This design comes from an exercise in tuning for small area, a short achievable clock period and few clock cycles per item on the open sky130 flow, not from production work. In this exercise RTL edits were held to simulation tests only and were not proved equivalent to the original. No activity file was given, so power comes from the tool's default toggle rates.

==> design.v <==
`timescale 1ns / 1ps
`default_nettype none
package ast_pkg;
  localparam int unsigned ACT_W    = 2;
  localparam int unsigned ID_W     = 16;
  localparam int unsigned STATUS_W = 2;
  localparam int unsigned EVICT_W  = 7;
  localparam int unsigned AGE_W    = 8;
  localparam int unsigned TABLE_DEPTH_DEF = 32;
  localparam logic [AGE_W-1:0] AGE_LIMIT_RST = 8'd10;
  typedef enum logic [ACT_W-1:0] {
    ACT_REFRESH = 2'd0,
    ACT_TICK    = 2'd1,
    ACT_LIST    = 2'd2,
    ACT_CLEAR   = 2'd3
  } action_e;
  typedef enum logic [STATUS_W-1:0] {
    ST_REFRESHED = 2'd0,
    ST_INSERTED  = 2'd1,
    ST_DROPPED   = 2'd2,
    ST_DONE      = 2'd3
  } status_e;
  typedef struct packed {
    status_e            status;
    logic [ID_W-1:0]    out_id;
    logic               out_kind;
    logic               item_valid;
    logic [EVICT_W-1:0] evicted_count;
    logic               last;
  } res_t;
endpackage
`default_nettype wire
`timescale 1ns / 1ps
`default_nettype none
import ast_pkg::*;
module ast_engine #(
  parameter int unsigned TABLE_DEPTH = TABLE_DEPTH_DEF
) (
  input  wire logic             clk_i,
  input  wire logic             rst_ni,
  input  wire logic             start_i,
  input  wire logic [ACT_W-1:0] action_i,
  input  wire logic [ID_W-1:0]  entity_id_i,
  input  wire logic             entity_kind_i,
  input  wire logic [AGE_W-1:0] age_limit_i,
  input  wire logic             out_free_i,
  output logic                  idle_o,
  output logic                  res_push_o,
  output ast_pkg::res_t         res_o
);
  localparam int unsigned IDX_W = (TABLE_DEPTH > 1) ? $clog2(TABLE_DEPTH) : 1;
  localparam logic [IDX_W-1:0] LAST_IDX = IDX_W'(TABLE_DEPTH - 1);
  typedef enum logic [2:0] {
    S_IDLE   = 3'b001,
    S_SCAN   = 3'b010,
    S_FINISH = 3'b100
  } state_e;
  typedef struct packed {
    logic             kind;
    logic [ID_W-1:0]  key;
    logic [AGE_W-1:0] age;
  } entry_t;
  logic [ID_W+AGE_W:0] mem [0:TABLE_DEPTH-1];
  entry_t rdata_q;
  logic [IDX_W-1:0] raddr;
  logic mem_we;
  logic [IDX_W-1:0] mem_waddr;
  entry_t mem_wdata;
  state_e state_q, state_d;
  logic [ACT_W-1:0] act_q, act_d;
  logic [ID_W-1:0] id_q, id_d;
  logic kind_q, kind_d;
  logic [IDX_W-1:0] cnt_q, cnt_d;
  logic iss_q, iss_d;
  logic dv_q, dv_d;
  logic [IDX_W-1:0] di_q, di_d;
  logic [TABLE_DEPTH-1:0] used_q, used_d;
  logic found_q, found_d;
  logic free_ok_q, free_ok_d;
  logic [IDX_W-1:0] free_idx_q, free_idx_d;
  logic [EVICT_W-1:0] evict_q, evict_d;
  logic pend_v_q, pend_v_d;
  logic [ID_W-1:0] pend_id_q, pend_id_d;
  logic used_hit;
  logic list_match;
  logic stall;
  logic [AGE_W:0] aged;
  assign idle_o = (state_q == S_IDLE);
  assign used_hit   = dv_q && used_q[di_q];
  assign list_match = (act_q == ACT_LIST) && used_hit && (rdata_q.kind == kind_q);
  assign stall      = (state_q == S_SCAN) && list_match && pend_v_q && !out_free_i;
  assign raddr      = stall ? di_q : cnt_q;
  assign aged       = {1'b0, rdata_q.age} + (AGE_W + 1)'(1);
  always_comb begin
    state_d    = state_q;
    act_d      = act_q;
    id_d       = id_q;
    kind_d     = kind_q;
    cnt_d      = cnt_q;
    iss_d      = iss_q;
    dv_d       = dv_q;
    di_d       = di_q;
    used_d     = used_q;
    found_d    = found_q;
    free_ok_d  = free_ok_q;
    free_idx_d = free_idx_q;
    evict_d    = evict_q;
    pend_v_d   = pend_v_q;
    pend_id_d  = pend_id_q;
    mem_we     = 1'b0;
    mem_waddr  = di_q;
    mem_wdata.kind = kind_q;
    mem_wdata.key  = id_q;
    mem_wdata.age  = '0;
    res_push_o = 1'b0;
    res_o.status        = ST_DONE;
    res_o.out_id        = '0;
    res_o.out_kind      = 1'b0;
    res_o.item_valid    = 1'b0;
    res_o.evicted_count = '0;
    res_o.last          = 1'b1;
    case (state_q)
      S_IDLE: begin
        if (start_i) begin
          act_d     = action_i;
          id_d      = entity_id_i;
          kind_d    = entity_kind_i;
          cnt_d     = '0;
          iss_d     = 1'b1;
          dv_d      = 1'b0;
          found_d   = 1'b0;
          free_ok_d = 1'b0;
          evict_d   = '0;
          pend_v_d  = 1'b0;
          state_d   = (action_i == ACT_CLEAR) ? S_FINISH : S_SCAN;
        end
      end
      S_SCAN: begin
        if (!stall) begin
          dv_d = iss_q;
          di_d = cnt_q;
          if (iss_q) begin
            cnt_d = cnt_q + IDX_W'(1);
            if (cnt_q == LAST_IDX) begin
              iss_d = 1'b0;
            end
          end else begin
            state_d = S_FINISH;
          end
          case (act_q)
            ACT_REFRESH: begin
              if (used_hit && rdata_q.key == id_q && rdata_q.kind == kind_q) begin
                found_d = 1'b1;
                mem_we  = 1'b1;
              end else if (dv_q && !used_q[di_q] && !free_ok_q) begin
                free_ok_d  = 1'b1;
                free_idx_d = di_q;
              end
            end
            ACT_TICK: begin
              if (used_hit) begin
                if (aged > {1'b0, age_limit_i}) begin
                  used_d[di_q] = 1'b0;
                  evict_d      = evict_q + EVICT_W'(1);
                end else begin
                  mem_we    = 1'b1;
                  mem_wdata.kind = rdata_q.kind;
                  mem_wdata.key  = rdata_q.key;
                  mem_wdata.age  = aged[AGE_W] ? '1 : aged[AGE_W-1:0];
                end
              end
            end
            ACT_LIST: begin
              if (list_match) begin
                if (pend_v_q) begin
                  res_push_o = 1'b1;
                  res_o.status        = ST_DONE;
                  res_o.out_id        = pend_id_q;
                  res_o.out_kind      = kind_q;
                  res_o.item_valid    = 1'b1;
                  res_o.evicted_count = '0;
                  res_o.last          = 1'b0;
                end
                pend_v_d  = 1'b1;
                pend_id_d = rdata_q.key;
              end
            end
            default: begin
            end
          endcase
        end
      end
      S_FINISH: begin
        if (out_free_i) begin
          res_push_o = 1'b1;
          state_d    = S_IDLE;
          case (act_q)
            ACT_REFRESH: begin
              if (found_q) begin
                res_o.status = ST_REFRESHED;
              end else if (free_ok_q) begin
                res_o.status       = ST_INSERTED;
                mem_we             = 1'b1;
                mem_waddr          = free_idx_q;
                used_d[free_idx_q] = 1'b1;
              end else begin
                res_o.status = ST_DROPPED;
              end
            end
            ACT_TICK: begin
              res_o.evicted_count = evict_q;
            end
            ACT_LIST: begin
              if (pend_v_q) begin
                res_o.out_id     = pend_id_q;
                res_o.out_kind   = kind_q;
                res_o.item_valid = 1'b1;
              end
            end
            default: begin
              used_d = '0;
            end
          endcase
        end
      end
      default: begin
        state_d = S_IDLE;
      end
    endcase
  end
  always_ff @(posedge clk_i) begin
    if (mem_we) begin
      mem[mem_waddr] <= mem_wdata;
    end
    rdata_q <= mem[raddr];
  end
  always_ff @(posedge clk_i or negedge rst_ni) begin
    if (!rst_ni) begin
      state_q <= S_IDLE;
      iss_q   <= 1'b0;
      dv_q    <= 1'b0;
      used_q  <= '0;
    end else begin
      state_q <= state_d;
      iss_q   <= iss_d;
      dv_q    <= dv_d;
      used_q  <= used_d;
    end
  end
  always_ff @(posedge clk_i) begin
    act_q      <= act_d;
    id_q       <= id_d;
    kind_q     <= kind_d;
    cnt_q      <= cnt_d;
    di_q       <= di_d;
    found_q    <= found_d;
    free_ok_q  <= free_ok_d;
    free_idx_q <= free_idx_d;
    evict_q    <= evict_d;
    pend_v_q   <= pend_v_d;
    pend_id_q  <= pend_id_d;
  end
endmodule
`default_nettype wire
`timescale 1ns / 1ps
`default_nettype none
import ast_pkg::*;
module aging_sighting_table #(
  parameter int unsigned TABLE_DEPTH = TABLE_DEPTH_DEF
) (
  input  wire logic                clk_i,
  input  wire logic                rst_ni,
  input  wire logic                in_valid_i,
  output logic                     in_ready_o,
  input  wire logic [ACT_W-1:0]    in_action_i,
  input  wire logic [ID_W-1:0]     in_entity_id_i,
  input  wire logic                in_entity_kind_i,
  output logic                     out_valid_o,
  input  wire logic                out_ready_i,
  output logic [STATUS_W-1:0]      out_status_o,
  output logic [ID_W-1:0]          out_id_o,
  output logic                     out_kind_o,
  output logic                     out_item_valid_o,
  output logic [EVICT_W-1:0]       out_evicted_count_o,
  output logic                     out_last_o,
  input  wire logic                cfg_valid_i,
  output logic                     cfg_ready_o,
  input  wire logic [AGE_W-1:0]    cfg_age_limit_i
);
  logic [AGE_W-1:0] age_limit_q;
  logic out_valid_q;
  ast_pkg::res_t out_q;
  logic out_free;
  logic idle;
  logic res_push;
  ast_pkg::res_t res;
  assign cfg_ready_o = 1'b1;
  always_ff @(posedge clk_i or negedge rst_ni) begin
    if (!rst_ni) begin
      age_limit_q <= AGE_LIMIT_RST;
    end else if (cfg_valid_i) begin
      age_limit_q <= cfg_age_limit_i;
    end
  end
  assign in_ready_o = idle;
  ast_engine #(
    .TABLE_DEPTH(TABLE_DEPTH)
  ) u_engine (
    .clk_i        (clk_i),
    .rst_ni       (rst_ni),
    .start_i      (in_valid_i && in_ready_o),
    .action_i     (in_action_i),
    .entity_id_i  (in_entity_id_i),
    .entity_kind_i(in_entity_kind_i),
    .age_limit_i  (age_limit_q),
    .out_free_i   (out_free),
    .idle_o       (idle),
    .res_push_o   (res_push),
    .res_o        (res)
  );
  assign out_free = !out_valid_q || out_ready_i;
  always_ff @(posedge clk_i or negedge rst_ni) begin
    if (!rst_ni) begin
      out_valid_q <= 1'b0;
    end else if (res_push) begin
      out_valid_q <= 1'b1;
    end else if (out_ready_i) begin
      out_valid_q <= 1'b0;
    end
  end
  always_ff @(posedge clk_i) begin
    if (res_push) begin
      out_q <= res;
    end
  end
  assign out_valid_o         = out_valid_q;
  assign out_status_o        = out_q.status;
  assign out_id_o            = out_q.out_id;
  assign out_kind_o          = out_q.out_kind;
  assign out_item_valid_o    = out_q.item_valid;
  assign out_evicted_count_o = out_q.evicted_count;
  assign out_last_o          = out_q.last;
endmodule
`default_nettype wire
==> run.sh <==
#!/bin/bash
# synth_recipe.tcl (not shown) runs the flow's synth.tcl, then flattens the netlist and writes it again
# the make line also repeats each setting of config.mk as NAME=value (left out here)
make -C /OpenROAD-flow-scripts/flow DESIGN_CONFIG=/design/flow/config.mk WORK_HOME=/design/flow/orfs CLKGATE_MAP_FILE= SYNTH_SCRIPT=/design/flow/synth_recipe.tcl finish
==> config.mk <==
export PLATFORM = sky130hd
export DESIGN_NAME = aging_sighting_table
export DESIGN_NICKNAME = aging_sighting_table
export VERILOG_FILES = /design/flow/design.v
export SDC_FILE = /design/flow/constraint.sdc
export NUM_CORES = 4
export LEC_CHECK = 0
export CAP_MARGIN = 20
export CORE_MARGIN = 2
export CORE_UTILIZATION = 40
export SLEW_MARGIN = 20
==> constraint.sdc <==
create_clock -name core_clock -period 8.0 [get_ports {clk_i}]
set_input_delay 1.6000 -clock core_clock [delete_from_list [all_inputs] [get_ports {clk_i}]]
set_output_delay 1.6000 -clock core_clock [all_outputs]
set_load 0.01 [all_outputs]
==> flow_summary.yaml <==
critical_path:
  start_kind: "register"
  cp_slowest_cell: "nor2_4"
  path_class: "reg -> reg"
  timing.rr.start: "u_engine.rdata_q[0]"
  worst_ep_arrival_time_ps: 5670
  crit_buf_inv: 2
  rrSetupSlack_ps: 2700
  worstReg2RegEnd: "u_engine.mem[18][8]"
  cp_top_family: "simple AND/OR/NAND/NOR gates"
  cpPeakStageDelay_ps: 960
  reg2reg_depth: 13
  cp-end-kind: "register"
  cp_cell_sequence: "ha_1 -> nand3_1 -> nor2_1 -> xnor2_1 -> inv_1 -> ha_1 -> nand4_1 -> o22ai_1 -> o21ai_0 -> nor3b_2 -> o22ai_2 -> nor2_4 -> buf_4"
  worstPathMaxFanout: 17
  crit_required_ps: 8360
  crit_start: "u_engine.rdata_q[0]"
  cpMostUsedCell: "ha_1"
synthesis:
  ys_types: 70
  synthesis.nets: 2632
  synth_warnings: 2
  netlist_area_um2: 38500
  synth_xor_area_share_pct: 0.774
  synth_compound_area_share_pct: 7.49
  synth-edff-count: 888
  yosys.area_share.simple_pct: 8.76
  synth_top_family_by_area: "simple AND/OR/NAND/NOR gates"
  postSynthAreaPerCell_um2: 14.9
  netlist_instances: 2579
  synthMuxAreaShare_pct: 6.38
  synth_seq_area_share_pct: 73.6
  ys_seq_elements: 959
  synth_flop_cell: "edfxtp_1"
  async_reset_ff_share_pct: 4.80
  synthAdderAreaFrac_pct: 0.683
routing:
  first_pass_iters: 5
  routed_wl_um: 107000
  routed.top_layer: "met4"
  vias: 23200
  met1_length_um: 43000
  wl_met2_um: 51900
  drc_errors: 0
  wl_met3_um: 9150
  wl_per_cell_um: 26.6
  vias_per_cell: 5.77
  drtIter0Drc: 2591
  ant_nets: 0
floorplanning:
  die_w_um: 314
  rows: 113
  die_h_um: 314
  core_um2: 95200
  io_pins: 63
  dieArea_um2: 98700
  start_util_pct: 40.5
worst_hold_path:
  hold_end: "u_engine.pend_id_q[13]"
  hold_class: "reg -> reg"
  min_from: "u_engine.rdata_q[21]"
  min_delay_path_depth: 0
sta:
  fin_crit_sh_pct: 66.3
  period_needed_ps: 5300
  hold_violations: 0
  finalSetupViolations: 0
  rsz0062_at_grt: "false"
  maxSlewViolCount: 0
  max_slew_margin_pct: 25.2
  tightest_slew_ps: 1120
  max_freq_mhz: 189
  fin_skew_ps: 60.3
  fin_setup_tns_ps: 0
place:
  portBuffers: 61
  place_area_um2: 40900
  finalWeightedCongestion: 0.856
  dp_hpwl_um: 60100
clock_tree:
  holdBufCountCts: 0
  cts_root_buf: "clkbuf_16"
  cts_buffer_depth: 3
  clock-sinks: 959
  cts_inserted_buffers: 97
  cts_tree: "built"
  clkLatencyLatePin_ps: 690
  cts_resized: 0
  clkTransAtPathRegs_ps: 60
  cts.htree.levels: 3
  cts_setup_buffers: 0
pwr:
  peakVddDrop_uv: 233
  p_leak_nw: 14.8
  power_density_nw_per_um2: 304
cells_and_area:
  drive_above_1_share_pct: 12.6
  num-nets-final: 2727
  syn2layout_area_growth_pct: 14.9
  diodes: 0
  final_common_cell: "edfxtp_1"
  multi_input_area_um2: 9650
  seq_area_um2: 28300
  final_cell_mix: "edfxtp_1 (888), nand2_1 (421), mux2i_1 (198), a32oi_1 (155), nor2_1 (102)"
  post-route-util_pct: 46.5
  finalInstanceArea_um2: 44200
  num-fill-cells: 8089
grt:
  grt_pass1_vias: 22600
  grt_pass1_wl_um: 155000
  gr-total-overflow: 0
  track_usage_pct: 21.5
  antenna_found_initial: 1
  grt_max_degree: 148
status:
  outcome: "no timing/DRC/antenna violations"
job:
  cap_violations: 0
-- worst reg2reg max path, stage by stage, from the launching register on --
cell     delay, ps
dfxtp_1        640
ha_1           280
nand3_1        110
nor2_1         200
xnor2_1        180
inv_1          200
ha_1           350
nand4_1        100
o22ai_1        160
o21ai_0        320
nor3b_2        610
o22ai_2        450
nor2_4         960
buf_4          420
-- how the worst max path moves through the flow --
| stage | endpoint | slack, ps | cells after the start |
|---|---|---|---|
| after floorplan | u_engine.mem[23][0] | 3480 | 7 |
| after global placement | u_engine.rdata_q[0] | 2270 | 13 |
| after detailed placement | u_engine.rdata_q[0] | 2190 | 13 |
| after CTS | u_engine.mem[18][8] | 2800 | 13 |
| after global routing | u_engine.mem[18][8] | 2480 | 13 |
| final | u_engine.mem[18][8] | 2700 | 13 |
-- cells in the mapped netlist, types with 17 or more instances --
library cell	count	share of area, %
a21oi_1	81	1.1
a2bb2oi_1	17	0.39
a32oi_1	155	3.5
and2_1	28	0.46
buf_2	55	0.72
buf_4	18	0.35
clkbuf_1	47	0.46
dfrtp_1	43	2.8
dfxtp_1	25	1.3
edfxtp_1	888	69
ha_1	21	0.68
inv_1	38	0.37
mux2_2	22	0.64
mux2i_1	199	5.2
nand2_1	421	4.1
nand3_1	40	0.52
nand4_1	53	0.86
nor2_1	137	1.3
nor3_1	21	0.27
o21ai_0	53	0.69
o22ai_1	26	0.42
xor2_1	25	0.57
-- per-stage QoR --
| step | setup slack (ps) | hold WS [ps] | power, mW | std cells |
|---|---|---|---|---|
| 3_3_place_gp | 2270 | 488 | 8.81 | 3838 |
| 2_1_floorplan | 3480 | 421 | 7.90 | 2579 |
| 4_1_cts | 2800 | 506 | 13.4 | 4023 |
| 5_1_grt | 2480 | 528 | 13.9 | 4023 |
| 3_5_place_dp | 2190 | 487 | 8.88 | 3840 |
| 6_report | 2700 | 510 | 13.4 | 4023 |
-- layout make-up --
type | count | area share, %
Clock inverter | 69 | 1.73
Clock buffer | 114 | 5.70
Tap cell | 1265 | 3.58
Inverter | 41 | 0.382
Sequential cell | 959 | 64.1
Timing Repair Buffer | 132 | 2.70
Multi-Input combinational cell | 1443 | 21.8
-- cell families after synthesis --
family	after synthesis
adders and majority gates	21
and+or+nand+nor	761
xor gates and xnor gates	34
other	1
DFF	959
muxes	232
buffers and inverters	177
AOI/OAI and AO/OA	394
-- registers in the layout (all words and copies together) (netlist names) --
name                 flops
u_engine.state_q         3
u_engine.free_idx_q      5
u_engine.pend_id_q      16
u_engine.free_ok_q       1
out_valid_q              1
u_engine.act_q           2
u_engine.pend_v_q        1
u_engine.used_q         32
age_limit_q              8
u_engine.iss_q           1
u_engine.id_q           16
u_engine.evict_q         7
u_engine.rdata_q        25
u_engine.cnt_q           5
u_engine.mem           800
u_engine.found_q         1
u_engine.di_q            5
out_q                   28
u_engine.kind_q          1
u_engine.dv_q            1
-- where the power goes --
part           total [mW]  internal [mW]  leakage (nW)  switching, mW
Sequential           6.04           5.81          8.63          0.234
Combinational        2.79          0.864          4.60           1.92
Clock                4.61           2.66          1.59           1.94
-- metal layers --
| layer | vias up | track usage (%) |
|---|---|---|
| met4 | 0 | 7.42 |
| li1 | 10100 | - |
| met2 | 1089 | 35.5 |
| met1 | 11900 | 28.6 |
| met5 | - | 0 |
| met3 | 184 | 4.02 |
Testbench counts, summed over its fixed seeds: cycles 166,490, items 4,800.

separate check: timing with driven ports:
Ports are ideal in the flow. The routed layout listed here was re-timed in OpenROAD. Step 1 (the two cells are an assumption about what drives the block):
set clk [get_ports {clk_i}]
set_driving_cell -lib_cell sky130_fd_sc_hd__clkbuf_16 $clk
set_driving_cell -lib_cell sky130_fd_sc_hd__buf_2 [delete_from_list [all_inputs] $clk]
Step 2 adds t to the input delays and takes it off the output delays; t is the mean of the earliest and latest rising clock arrival at the registers after step 1. Input paths then give back, and output paths get back, about the clock's delay inside the block. Slacks: ideal ports / drivers / drivers and shift; pairs: ideal ports / drivers.
t, ns: 0.738
slack for setup (ns): 2.696 / 2.696 / 2.158
hold WS [ns]: 0.510 / 0.510 / 0.510
worst setup path at the end: input to register
worst slew at a driven data input, ns: 0.06
After both steps this run still meets setup and hold. The setup slack of this run moves by 0.000 ns with the drivers and by -0.538 ns with both steps.
